What follows belongs to an exercise in optimizing a design on an open flow for small area, a short achievable clock period and few clock cycles; a production flow would make more cautious choices.
Function was checked by simulation only, so behaviour that the tests miss may differ from the original.
Power and IR drop assume default switching activity.

## source_text_tokenizer_top
module source_text_tokenizer_top (
  input  logic        clk_i,
  input  logic        rst_ni,
  input  logic        in_valid,
  output logic        in_ready,
  input  logic [7:0]  in_text_byte,
  input  logic        in_end_of_text,
  output logic        out_valid,
  input  logic        out_ready,
  output logic [5:0]  out_kind,
  output logic [23:0] out_start_offset,
  output logic [15:0] out_token_length,
  output logic [15:0] out_token_line,
  output logic [15:0] out_token_col,
  output logic [7:0]  out_string_byte,
  output logic        out_last
);
Size: about 1200 cells after synthesis, ~200 flip-flops.
==> flow/config.mk <==
export PLATFORM = sky130hd
export DESIGN_NAME = source_text_tokenizer_top
export DESIGN_NICKNAME = source_text_tokenizer_top
export VERILOG_FILES = /design/flow/design.v
export SDC_FILE = /design/flow/constraint.sdc
export NUM_CORES = 4
export LEC_CHECK = 0
export CAP_MARGIN = 20
export CORE_MARGIN = 2
export CORE_UTILIZATION = 60
export PLACE_DENSITY = 0.75
export SLEW_MARGIN = 20
==> flow/constraint.sdc <==
create_clock -name core_clock -period 9.0 [get_ports {clk_i}]
set_input_delay 1.8000 -clock core_clock [delete_from_list [all_inputs] [get_ports {clk_i}]]
set_output_delay 1.8000 -clock core_clock [all_outputs]
set_load 0.01 [all_outputs]
standard.sh (not shown) runs the stock make flow with config.mk's settings and CLKGATE_MAP_FILE= SYNTH_SCRIPT=/design/flow/synth_recipe.tcl, a recipe that flattens the netlist after the stock synthesis.
==> flow/flow/run.sh <==
#!/bin/bash
set -euo pipefail
export BUFFER_PORTS_ARGS="-buffer_cell sky130_fd_sc_hd__buf_1"
export CTS_ARGS="-sink_clustering_enable -repair_clock_nets -dont_use_dummy_load -buf_list sky130_fd_sc_hd__clkbuf_8 -sink_buffer_max_cap_derate 0.6"
export SETUP_SLACK_MARGIN=5.65
bash standard.sh > standard_flow.log 2>&1
Testbench counts at the start, summed over its fixed seeds: cycles 24,429.
==> next run, changes <==
--- a/flow/config.mk
+++ b/flow/config.mk
@@ -9,3 +9,3 @@
 export CORE_MARGIN = 2
-export CORE_UTILIZATION = 60
+export CORE_UTILIZATION = 65
 export PLACE_DENSITY = 0.75
After rerunning: The changed run passed the timing, design-rule and antenna checks. Total power rises slightly. Clock skew is higher by 0.0050 ns. Maximum frequency is about the same. Via count is higher slightly. Design area went down slightly. Utilization climbs by 5.3 points. Global-route usage climbs by 4.2 points.
==> next run, changes <==
==> flow/flow/run.sh (replaced) <==
#!/bin/bash
set -euo pipefail
export BUFFER_PORTS_ARGS="-buffer_cell sky130_fd_sc_hd__buf_1"
export CTS_ARGS="-sink_clustering_enable -repair_clock_nets -dont_use_dummy_load -buf_list sky130_fd_sc_hd__clkbuf_8 -sink_buffer_max_cap_derate 0.6"
export SETUP_SLACK_MARGIN=5.6
bash standard.sh > standard_flow.log 2>&1
--- a/flow/config.mk
+++ b/flow/config.mk
@@ -9,4 +9,4 @@
 export CORE_MARGIN = 2
-export CORE_UTILIZATION = 65
-export PLACE_DENSITY = 0.75
+export CORE_UTILIZATION = 60
+export PLACE_DENSITY = 0.7
 export SLEW_MARGIN = 20
Clock power decreases by about 2%.
Final area increases by about 0.9%.
Maximum frequency decreases by 1.8%.
Synthesized cell count stays the same.
Worst setup slack loses 0.061 ns.
==> next run, changes <==
==> flow/flow/run.sh (replaced) <==
#!/bin/bash
set -euo pipefail
export BUFFER_PORTS_ARGS="-buffer_cell sky130_fd_sc_hd__buf_1"
export CTS_ARGS="-sink_clustering_enable -repair_clock_nets -dont_use_dummy_load -buf_list sky130_fd_sc_hd__clkbuf_8 -sink_buffer_max_cap_derate 0.6"
export SETUP_SLACK_MARGIN=5.8
bash standard.sh > standard_flow.log 2>&1
After rerunning: The new run finished with timing, DRC and antenna clean. Register-to-register slack stays flat. Non-clock buffer count is higher by 46. Critical path depth rose by 3. Power went up by 2.6%. Via count increases by about 4.3%. Final cell count increases by about 3%. Setup slack barely changes. Routed wire length rose by about 10%. First-iteration DRC count is higher by 37%.
==> next run, changes <==
==> flow/flow/run.sh (replaced) <==
#!/bin/bash
set -euo pipefail
export BUFFER_PORTS_ARGS="-buffer_cell sky130_fd_sc_hd__buf_1"
export CTS_ARGS="-sink_clustering_enable -repair_clock_nets -dont_use_dummy_load -buf_list sky130_fd_sc_hd__clkbuf_8 -sink_buffer_max_cap_derate 0.6"
export SETUP_SLACK_MARGIN=5.65
bash standard.sh > standard_flow.log 2>&1
--- a/flow/config.mk
+++ b/flow/config.mk
@@ -9,3 +9,3 @@
 export CORE_MARGIN = 2
-export CORE_UTILIZATION = 60
+export CORE_UTILIZATION = 55
 export PLACE_DENSITY = 0.7
Outcome:
- clock-buffer cell count does not change
- die area increases by 8.8%
- wire length decreases by 7.7%
- synthesized area stays the same
==> next run, changes <==
==> flow/flow/run.sh (replaced) <==
#!/bin/bash
set -euo pipefail
export BUFFER_PORTS_ARGS="-buffer_cell sky130_fd_sc_hd__buf_1"
export CTS_ARGS="-sink_clustering_enable -repair_clock_nets -dont_use_dummy_load -buf_list sky130_fd_sc_hd__clkbuf_8 -sink_buffer_max_cap_derate 0.6"
export SETUP_SLACK_MARGIN=5.72
bash standard.sh > standard_flow.log 2>&1
--- a/flow/config.mk
+++ b/flow/config.mk
@@ -9,3 +9,3 @@
 export CORE_MARGIN = 2
-export CORE_UTILIZATION = 55
+export CORE_UTILIZATION = 60
 export PLACE_DENSITY = 0.7
What happened:
- combinational power is higher by a few percent
- die area is lower by a little under a tenth
- global-route usage is higher by 2.7 points
- routed wire length hardly moves
- total power is higher slightly
- final cell count is lower slightly
- maximum frequency is higher slightly

---

## north
Another version of the RTL of source_text_tokenizer_top (not shown whole).
Size in the first run: ~1,300 cells after synthesis, about 200 flip-flops.
==> flow/config.mk <==
export PLATFORM = sky130hd
export DESIGN_NAME = source_text_tokenizer_top
export DESIGN_NICKNAME = source_text_tokenizer_top
export VERILOG_FILES = /design/flow/design.v
export SDC_FILE = /design/flow/constraint.sdc
export NUM_CORES = 4
export LEC_CHECK = 0
export CAP_MARGIN = 20
export CORE_MARGIN = 2
export CORE_UTILIZATION = 60
export PLACE_DENSITY = 0.7
export SLEW_MARGIN = 20
==> flow/constraint.sdc <==
create_clock -name core_clock -period 9.0 [get_ports {clk_i}]
set_input_delay 1.8000 -clock core_clock [delete_from_list [all_inputs] [get_ports {clk_i}]]
set_output_delay 1.8000 -clock core_clock [all_outputs]
set_load 0.01 [all_outputs]
==> flow/flow/run.sh <==
#!/bin/bash
set -euo pipefail
export BUFFER_PORTS_ARGS="-buffer_cell sky130_fd_sc_hd__buf_1"
export CTS_ARGS="-sink_clustering_enable -repair_clock_nets -dont_use_dummy_load -buf_list sky130_fd_sc_hd__clkbuf_8 -sink_clustering_size 10 -sink_clustering_max_diameter 50"
export SETUP_SLACK_MARGIN=5.5
bash standard.sh > standard_flow.log 2>&1
Testbench counts of north, summed over its fixed seeds: cycles 24,327.
Input-level comparison between south and north:
==> flow/flow/run.sh <==
#!/bin/bash
set -euo pipefail
export BUFFER_PORTS_ARGS="-buffer_cell sky130_fd_sc_hd__buf_1"
export CTS_ARGS="-sink_clustering_enable -repair_clock_nets -dont_use_dummy_load -buf_list sky130_fd_sc_hd__clkbuf_16"
export SETUP_SLACK_MARGIN=5.5
bash standard.sh > standard_flow.log 2>&1
Between north and south, the horizontal die dimension does not differ in any meaningful way. | worst setup slack | south vs north | 0.0035 ns higher |. Minimum clock period: south < north. For number of standard cells in the layout, taps in and fillers out, south and north come out practically identical. On south: post-route cell area is 230 um^2 higher than what north gave. On south: highest ir drop seen on vdd is 0.000028 V higher than what north gave. The number of fill cells number comes out higher for north vs south. south vs. north: period utilization flat; total wirelength of the detailed-routed design climbed about 1.3%; internal cell power climbed 10%; proportion of power drawn by the clock network saw an increase.
Setup changes, south to east
==> flow/flow/run.sh <==
#!/bin/bash
set -euo pipefail
export BUFFER_PORTS_ARGS="-buffer_cell sky130_fd_sc_hd__buf_1"
export CTS_ARGS="-sink_clustering_enable -repair_clock_nets -dont_use_dummy_load -buf_list sky130_fd_sc_hd__clkbuf_8 -sink_buffer_max_cap_derate 0.6"
export SETUP_SLACK_MARGIN=5.25
bash standard.sh > standard_flow.log 2>&1
--- outcome ---
- On cell area after layout: between east and south, it ends up lower for east.
- east — met3 track demand over resource 0.66 points higher, south as reference
- When east is set beside south, its layout overhead on the synthesized area turns out to be 4.1 points smaller.
- Transition time of the tightest slew-check pin was lower in the run labelled east.
- east: global routing met1 resource utilization is 1.4 points lower than what south reported.
- Compared with south, east shows a fraction of area in multi-input gates that is 0.73 points higher.
- Looking at relative max-transition margin across east and south, the one that comes out lower is south.
- When east is measured against south, its post-CTS repair timing setup buffer count turns out 6 lower.
- Routability congestion estimate from global placement essentially unchanged between east and south.
Edits applied to the flow inputs when going from east to west:
--- a/flow/flow/run.sh
+++ b/flow/flow/run.sh
@@ -5 +5 @@
-export SETUP_SLACK_MARGIN=5.25
+export SETUP_SLACK_MARGIN=5.8
## What came out
Comparing east against west, there is no change at all in reported max-cap violation count. Re layout overhead on the synthesized area: east was lower than west. Routed wire length on west is behind east. east has a lower buffers plus inverters on the worst setup path than west. For the clock insertion delay at the later pin of the skew report, west came in 0.02 ns higher than east did. Overall power of the completed layout: west vs east up 0.28 mW. The share of post-route cells with drive strength above 1 of west is higher than that of east. As far as number of clock buffers in the layout goes, west and east are indistinguishable; the numbers are identical.
The following lists how middle was set up differently from west:
- swapping 0.7 for 0.8 in PLACE_DENSITY
- swapping 60 for 70 in CORE_UTILIZATION
--- a/flow/flow/run.sh
+++ b/flow/flow/run.sh
@@ -5 +5 @@
-export SETUP_SLACK_MARGIN=5.8
+export SETUP_SLACK_MARGIN=5.5
Results
- Portion of the clock cycle consumed by the worst path in the final layout: middle vs west up 2.3 points
- Diff west -> middle: area inside the core boundary moved down; worst slack on hold paths moved up; worst-case register-to-register setup slack moved down; wire length on met1 moved down; clock input transition at the sequential cells of the worst setup and hold paths moved up.
- Relative to west, number of logic stages on the critical path including buffering has gone down in middle.
- Cmp middle vs west: minimum setup slack in the final design lower in middle

---

source_text_tokenizer_top again, from the RTL that the note above started with.
==> flow/config.mk <==
export PLATFORM = sky130hd
export DESIGN_NAME = source_text_tokenizer_top
export DESIGN_NICKNAME = source_text_tokenizer_top
export VERILOG_FILES = /design/flow/design.v
export SDC_FILE = /design/flow/constraint.sdc
export NUM_CORES = 4
export LEC_CHECK = 0
export CAP_MARGIN = 20
export CORE_MARGIN = 2
export CORE_UTILIZATION = 60
export GPL_ROUTABILITY_DRIVEN = 0
export PLACE_DENSITY = 0.7
export SLEW_MARGIN = 20
==> flow/constraint.sdc <==
create_clock -name core_clock -period 9.0 [get_ports {clk_i}]
set_input_delay 1.8000 -clock core_clock [delete_from_list [all_inputs] [get_ports {clk_i}]]
set_output_delay 1.8000 -clock core_clock [all_outputs]
set_load 0.01 [all_outputs]
==> flow/flow/run.sh <==
#!/bin/bash
set -euo pipefail
export BUFFER_PORTS_ARGS="-buffer_cell sky130_fd_sc_hd__buf_1"
export CTS_ARGS="-sink_clustering_enable -repair_clock_nets -dont_use_dummy_load -buf_list sky130_fd_sc_hd__clkbuf_8 -sink_buffer_max_cap_derate 0.6"
export SETUP_SLACK_MARGIN=5.65
bash standard.sh > standard_flow.log 2>&1
Testbench counts at the start, summed over its fixed seeds: cycles 24,327.
Edit:
==> flow/flow/run.sh (replaced) <==
#!/bin/bash
set -euo pipefail
export BUFFER_PORTS_ARGS="-buffer_cell sky130_fd_sc_hd__buf_1"
export CTS_ARGS="-sink_clustering_enable -repair_clock_nets -dont_use_dummy_load -buf_list sky130_fd_sc_hd__clkbuf_8 -sink_buffer_max_cap_derate 0.6"
export SETUP_SLACK_MARGIN=5.5
bash standard.sh > standard_flow.log 2>&1
--- a/flow/config.mk
+++ b/flow/config.mk
@@ -6,8 +6,7 @@
 export NUM_CORES = 4
 export LEC_CHECK = 0
-export CAP_MARGIN = 20
+export CAP_MARGIN = 5
 export CORE_MARGIN = 2
 export CORE_UTILIZATION = 60
-export GPL_ROUTABILITY_DRIVEN = 0
 export PLACE_DENSITY = 0.7
-export SLEW_MARGIN = 20
+export SLEW_MARGIN = 5
Outcome: Worst hold slack is about the same; worst setup slack got worse by 0.043 ns; final cell count came out lower by 1.4%.
Edit:
==> flow/flow/run.sh (replaced) <==
#!/bin/bash
set -euo pipefail
export BUFFER_PORTS_ARGS="-buffer_cell sky130_fd_sc_hd__buf_1"
export CTS_ARGS="-sink_clustering_enable -repair_clock_nets -dont_use_dummy_load -buf_list sky130_fd_sc_hd__clkbuf_8 -sink_buffer_max_cap_derate 0.6"
export SETUP_SLACK_MARGIN=5.65
bash standard.sh > standard_flow.log 2>&1
--- a/flow/config.mk
+++ b/flow/config.mk
@@ -6,7 +6,7 @@
 export NUM_CORES = 4
 export LEC_CHECK = 0
-export CAP_MARGIN = 5
+export CAP_MARGIN = 20
 export CORE_MARGIN = 2
 export CORE_UTILIZATION = 60
 export PLACE_DENSITY = 0.7
-export SLEW_MARGIN = 5
+export SLEW_MARGIN = 20
Register-to-register slack gains 0.08 ns.
Routed wire length grows by 3.7%.
Final area is higher by 2.3%.
Count of clock-buffer cells in the layout stays the same.
Utilization grows by 1.5 points.
Edit:
==> flow/flow/run.sh (replaced) <==
#!/bin/bash
set -euo pipefail
export BUFFER_PORTS_ARGS="-buffer_cell sky130_fd_sc_hd__buf_1"
export CTS_ARGS="-sink_clustering_enable -repair_clock_nets -dont_use_dummy_load -buf_list sky130_fd_sc_hd__clkbuf_8 -sink_buffer_max_cap_derate 0.6"
export SETUP_SLACK_MARGIN=5.5
bash standard.sh > standard_flow.log 2>&1
--- a/flow/config.mk
+++ b/flow/config.mk
@@ -9,4 +9,5 @@
 export CORE_MARGIN = 2
 export CORE_UTILIZATION = 60
+export GPL_ROUTABILITY_DRIVEN = 0
 export PLACE_DENSITY = 0.7
 export SLEW_MARGIN = 20
What happened: Die area stays the same; worst setup slack degrades by 0.13 ns; hold slack hardly moves; final cell count goes down by 2.2%; utilization fell by 2.1 points.
Edit:
==> flow/flow/run.sh (replaced) <==
#!/bin/bash
set -euo pipefail
export BUFFER_PORTS_ARGS="-buffer_cell sky130_fd_sc_hd__buf_1"
export CTS_ARGS="-sink_clustering_enable -repair_clock_nets -dont_use_dummy_load -buf_list sky130_fd_sc_hd__clkbuf_8 -sink_buffer_max_cap_derate 0.6"
export SETUP_SLACK_MARGIN=5.5
bash standard.sh MATCH_CELL_FOOTPRINT=0 finish > standard_flow.log 2>&1
--- a/flow/config.mk
+++ b/flow/config.mk
@@ -9,5 +9,4 @@
 export CORE_MARGIN = 2
 export CORE_UTILIZATION = 60
-export GPL_ROUTABILITY_DRIVEN = 0
 export PLACE_DENSITY = 0.7
 export SLEW_MARGIN = 20
Effect: The changed run ran to the end with no violations. Setup slack got worse by 0.012 ns. Count of clock-buffer cells in the layout does not change. Final cell count climbs by 1.3%. Synthesized area stays the same. Die area does not change. Via count rises by 1.3%.
Edit:
==> flow/flow/run.sh (replaced) <==
#!/bin/bash
set -euo pipefail
export BUFFER_PORTS_ARGS="-buffer_cell sky130_fd_sc_hd__buf_1"
export CTS_ARGS="-sink_clustering_enable -repair_clock_nets -dont_use_dummy_load -buf_list sky130_fd_sc_hd__clkbuf_8 -sink_buffer_max_cap_derate 0.6"
export SETUP_SLACK_MARGIN=5.5
bash standard.sh > standard_flow.log 2>&1
What happened: Count of clock-buffer cells in the layout does not change; setup slack is better by 0.042 ns; sequential power hardly moves; worst hold slack is better by 0.0044 ns; core utilization fell by 0.28 points; cell area fell slightly; flip-flop and latch count does not change.

---

RTL: one of the versions met above, not the one the previous note started from.
For scale: ~200 flip-flops, roughly 100 I/O pins, about 12,000 um^2 of cells after synthesis.
clock: 9.0 ns
lec_check: 0
cap_margin: 20
core_margin: 2
core_utilization: 60
gpl_timing_driven: 0
place_density: 0.7
slew_margin: 20
==> flow/flow/run.sh <==
#!/bin/bash
set -euo pipefail
export BUFFER_PORTS_ARGS="-buffer_cell sky130_fd_sc_hd__buf_1"
export CTS_ARGS="-sink_clustering_enable -repair_clock_nets -dont_use_dummy_load -buf_list sky130_fd_sc_hd__clkbuf_8 -sink_buffer_max_cap_derate 0.6"
export SETUP_SLACK_MARGIN=5.65
bash standard.sh > standard_flow.log 2>&1
Testbench counts at the start, summed over its fixed seeds: cycles 24,429.
Then changed:
--- a/flow/flow/run.sh
+++ b/flow/flow/run.sh
@@ -5 +5 @@
-export SETUP_SLACK_MARGIN=5.65
+export SETUP_SLACK_MARGIN=5.5
- GPL_TIMING_DRIVEN: 0 -> not set
Result:
- cell area decreases by about 6%
- register-to-register slack loses 0.05 ns
- routed wire length falls by 5.2%

==> afterwards: timing with drivers on the ports <==
The results above use ideal ports. As a check the final layouts listed here were re-extracted and re-timed, cells and wires unchanged. Step 1, drivers: a clkbuf_16 drives clk_i and a buf_2 each remaining input, both assumed. Step 2, shift: input delay + t, output delay - t, t = (earliest + latest rising clock arrival at the registers) / 2. This alone moves slack from input paths to output paths. Slacks: ideal ports / drivers / drivers and shift; pairs: ideal ports / drivers.
| run | t (ns) | slack for setup (ns) | worst setup path after step 2 |
|---|---|---|---|
| the first run of note 1 | 0.489 | 5.702 / 5.689 / 5.297 | input to register |
| the second run of note 1 | 0.520 | 5.703 / 5.681 / 5.256 | input to register |
| the third run of note 1 | 0.496 | 5.641 / 5.641 / 5.240 | input to register |
| the fourth run of note 1 | 0.508 | 5.641 / 5.641 / 5.299 | input to register |
| the fifth run of note 1 | 0.499 | 5.575 / 5.575 / 5.314 | input to register |
| the sixth run of note 1 | 0.491 | 5.627 / 5.627 / 5.308 | input to register |
| north | 0.496 | 5.563 / 5.575 / 5.081 | input to register |
| south | 0.472 | 5.566 / 5.576 / 5.113 | input to register |
| east | 0.498 | 5.377 / 5.377 / 4.944 | input to register |
| west | 0.520 | 5.713 / 5.713 / 5.298 | input to register |
| middle | 0.522 | 5.503 / 5.503 / 5.050 | input to register |
| the first run of note 3 | 0.516 | 5.605 / 5.605 / 5.142 | input to register |
| the second run of note 3 | 0.496 | 5.563 / 5.575 / 5.081 | input to register |
| the third run of note 3 | 0.500 | 5.664 / 5.664 / 5.207 | input to register |
| the fourth run of note 3 | 0.491 | 5.533 / 5.533 / 5.087 | input to register |
| the fifth run of note 3 | 0.503 | 5.520 / 5.524 / 5.038 | input to register |
| the sixth run of note 3 | 0.496 | 5.563 / 5.575 / 5.081 | input to register |
| the first run of note 4 | 0.507 | 5.619 / 5.619 / 5.119 | input to register |
| the second run of note 4 | 0.492 | 5.551 / 5.562 / 5.070 | input to register |
After both steps setup and hold are still met in every run listed. The setup slack of the first run of note 4, which loses most, moves by 0.000 ns with the drivers and by -0.500 ns with both steps.
